Background: an optimization exercise with open tools, aiming at small area, a short achievable clock period and few clock cycles per item. Do not read the settings as production practice.
RTL that was checked went through simulation tests only; none was proved equivalent to the original.
Power and IR drop assume default switching activity.

==> flow/design.v (excerpt) <==
module systolic_array_os #(
  parameter  int N      = 4,
  parameter  int DATA_W = 8,
  parameter  int ACC_W  = 24,
  parameter  int MAX_K  = 64,
  localparam int KW     = $clog2(MAX_K + 1),
  localparam int IW     = (N > 1) ? $clog2(N) : 1
) (
  input  logic                clk,
  input  logic                reset_n,
  input  logic                start,
  input  logic [KW-1:0]       k_len,
  input  logic                in_valid,
  output logic                in_ready,
  input  logic [N*DATA_W-1:0] a_vec,
  input  logic [N*DATA_W-1:0] b_vec,
  output logic                out_valid,
  input  logic                out_ready,
  output logic [IW-1:0]       out_idx,
  output logic [N*ACC_W-1:0]  out_row,
  output logic                busy,
  output logic                done
);
Size in the first run: about 5400 cells after synthesis, roughly 810 flip-flops, roughly 180 I/O pins, roughly 0.057 mm2 of cells after synthesis.
export LEC_CHECK = 0
export CAP_MARGIN = 20
export CORE_MARGIN = 2
export CORE_UTILIZATION = 40
export SLEW_MARGIN = 20
export SYNTH_HIERARCHICAL = 1
create_clock -name core_clock -period 9.0 [get_ports {clk}]
standard.sh (not shown) runs the stock make flow with config.mk's settings and CLKGATE_MAP_FILE= SYNTH_SCRIPT=/design/flow/synth_recipe.tcl, a recipe that flattens the netlist after the stock synthesis.
==> flow/flow/run.sh <==
#!/bin/bash
# The standard layout (standard.sh: the standard synthesis, floorplan, placement,
# CTS, routing) with three settings changed: the timing repair steps aim at a 6 ns
# setup margin (a 3 ns period) instead of the design's 9 ns period, they repair only
# the worst path (TNS_END_PERCENT=0), and the port buffers are buf_4 cells.
# Make's full output goes to standard.log; each ORFS step also keeps its own log under
# orfs/logs/.
set -euo pipefail
bash standard.sh SETUP_SLACK_MARGIN=6.0 TNS_END_PERCENT=0 \
  "BUFFER_PORTS_ARGS=-buffer_cell sky130_fd_sc_hd__buf_4" finish > standard.log 2>&1
The starting point ran to the end with no violations.
Then changed:
--- a/flow/design.v
+++ b/flow/design.v
@@ -109,13 +109,22 @@
           if (MASK0[c]) acc0[i][j][c] <= accn0[i][j][c] && !clr_q;
           if (MASK1[c]) acc1[i][j][c] <= accn1[i][j][c] && !clr_q;
         end
         if (clr_q) accu[i][j] <= '0;
         else begin
           logic [SW-B-1:0] u;
-          u = accu[i][j] + {{(SW-B-1){!(cq[i][j][0] || cq[i][j][1])}}, !(cq[i][j][0] ^ cq[i][j][1])};
+          logic up, dn, all1, all0;
+          up = cq[i][j][0] && cq[i][j][1];
+          dn = !(cq[i][j][0] || cq[i][j][1]);
+          all1 = 1'b1;
+          all0 = 1'b1;
+          for (int c = 0; c < SW-B; c++) begin
+            u[c] = accu[i][j][c] ^ ((up && all1) || (dn && all0));
+            all1 = all1 && accu[i][j][c];
+            all0 = all0 && !accu[i][j][c];
+          end
           accu[i][j] <= u;
         end
         cq[i][j] <= clr_q ? '0 : cqn[i][j];
       end
   end
   logic [B-1:0]    rs0 [N];
@@ -213,33 +222,33 @@
     wire g40 = g8 | (p8 & g38);
     wire g41 = g19 | (p19 & g38);
     wire g42 = g20 | (p20 & g38);
     wire g43 = g29 | (p29 & g38);
     wire g44 = g30 | (p30 & g38);
     assign res[j][0] = p[0];
-    assign res[j][1] = p[1] ^ g[0];
-    assign res[j][2] = p[2] ^ g0;
-    assign res[j][3] = p[3] ^ g11;
-    assign res[j][4] = p[4] ^ g12;
-    assign res[j][5] = p[5] ^ g21;
-    assign res[j][6] = p[6] ^ g22;
-    assign res[j][7] = p[7] ^ g23;
-    assign res[j][8] = p[8] ^ g24;
-    assign res[j][9] = p[9] ^ g31;
-    assign res[j][10] = p[10] ^ g32;
-    assign res[j][11] = p[11] ^ g33;
-    assign res[j][12] = p[12] ^ g34;
-    assign res[j][13] = p[13] ^ g35;
-    assign res[j][14] = p[14] ^ g36;
-    assign res[j][15] = p[15] ^ g37;
-    assign res[j][16] = p[16] ^ g38;
-    assign res[j][17] = p[17] ^ g39;
-    assign res[j][18] = p[18] ^ g40;
-    assign res[j][19] = p[19] ^ g41;
-    assign res[j][20] = p[20] ^ g42;
-    assign res[j][21] = p[21] ^ g43;
+    sa_xor u_x1 (.a(p[1]), .b(g[0]), .y(res[j][1]));
+    sa_xor u_x2 (.a(p[2]), .b(g0), .y(res[j][2]));
+    sa_xor u_x3 (.a(p[3]), .b(g11), .y(res[j][3]));
+    sa_xor u_x4 (.a(p[4]), .b(g12), .y(res[j][4]));
+    sa_xor u_x5 (.a(p[5]), .b(g21), .y(res[j][5]));
+    sa_xor u_x6 (.a(p[6]), .b(g22), .y(res[j][6]));
+    sa_xor u_x7 (.a(p[7]), .b(g23), .y(res[j][7]));
+    sa_xor u_x8 (.a(p[8]), .b(g24), .y(res[j][8]));
+    sa_xor u_x9 (.a(p[9]), .b(g31), .y(res[j][9]));
+    sa_xor u_x10 (.a(p[10]), .b(g32), .y(res[j][10]));
+    sa_xor u_x11 (.a(p[11]), .b(g33), .y(res[j][11]));
+    sa_xor u_x12 (.a(p[12]), .b(g34), .y(res[j][12]));
+    sa_xor u_x13 (.a(p[13]), .b(g35), .y(res[j][13]));
+    sa_xor u_x14 (.a(p[14]), .b(g36), .y(res[j][14]));
+    sa_xor u_x15 (.a(p[15]), .b(g37), .y(res[j][15]));
+    sa_xor u_x16 (.a(p[16]), .b(g38), .y(res[j][16]));
+    sa_xor u_x17 (.a(p[17]), .b(g39), .y(res[j][17]));
+    sa_xor u_x18 (.a(p[18]), .b(g40), .y(res[j][18]));
+    sa_xor u_x19 (.a(p[19]), .b(g41), .y(res[j][19]));
+    sa_xor u_x20 (.a(p[20]), .b(g42), .y(res[j][20]));
+    sa_xor u_x21 (.a(p[21]), .b(g43), .y(res[j][21]));
   end
   always_ff @(posedge clk) begin
     for (int j = 0; j < N; j++)
       if (load) out_q[j] <= res[j];
   end
   always_comb begin
@@ -2843,6 +2852,9 @@
   assign co = (a & b) | (a & c) | (b & c);
 endmodule
 module sa_ha (input logic a, b, output logic s, co);
   assign s  = a ^ b;
   assign co = a & b;
 endmodule
+module sa_xor (input logic a, b, output logic y);
+  assign y = a ^ b;
+endmodule
The changed run completed with no timing, DRC or antenna violations.
Total power fell by 7.3%.
Count of clock-buffer cells in the layout rose by 11.
Worst setup slack gains 0.25 ns.
Area after synthesis fell by 2.2%.
Worst hold slack gains 0.0032 ns.
Non-clock buffer count fell by 17.
Utilization fell by 0.44 points.
Synthesized cell count fell by 1.6%.
Global-route usage fell by 0.36 points.
Design area fell by 2.8%.
Testbench counts after the change, summed over its fixed seeds: cycles 15,559, jobs 384.
For the first run of this note, only the layout was checked, not whether the RTL still works.

[port drivers added, routing unchanged]
The results above use ideal ports. As a check the final layouts listed here were re-extracted and re-timed, cells and wires unchanged.
Step 1 (the two cells are an assumption about what drives the block):
set clk [get_ports {clk}]
set_driving_cell -lib_cell sky130_fd_sc_hd__clkbuf_16 $clk
set_driving_cell -lib_cell sky130_fd_sc_hd__buf_2 [delete_from_list [all_inputs] $clk]
Step 2 moves the port delays by t, midway between the first and last clock arrival at a register: inputs arrive t later, outputs are due t later. That takes back most of the time a late clock gives input paths.
a / b / c = no drivers / after step 1 / after step 2; a / b = the first two.
run	shift t [ns]	setup WS [ns]	clock arrival spread, ns
the first run	0.802	5.631 / 5.631 / 5.006	0.049 / 0.048
the second run	0.774	5.882 / 5.805 / 5.316	0.035 / 0.035
After both steps every run listed still meets setup and hold. The setup slack of the first run, which loses most, moves by 0.000 ns with the drivers and by -0.625 ns with both steps.
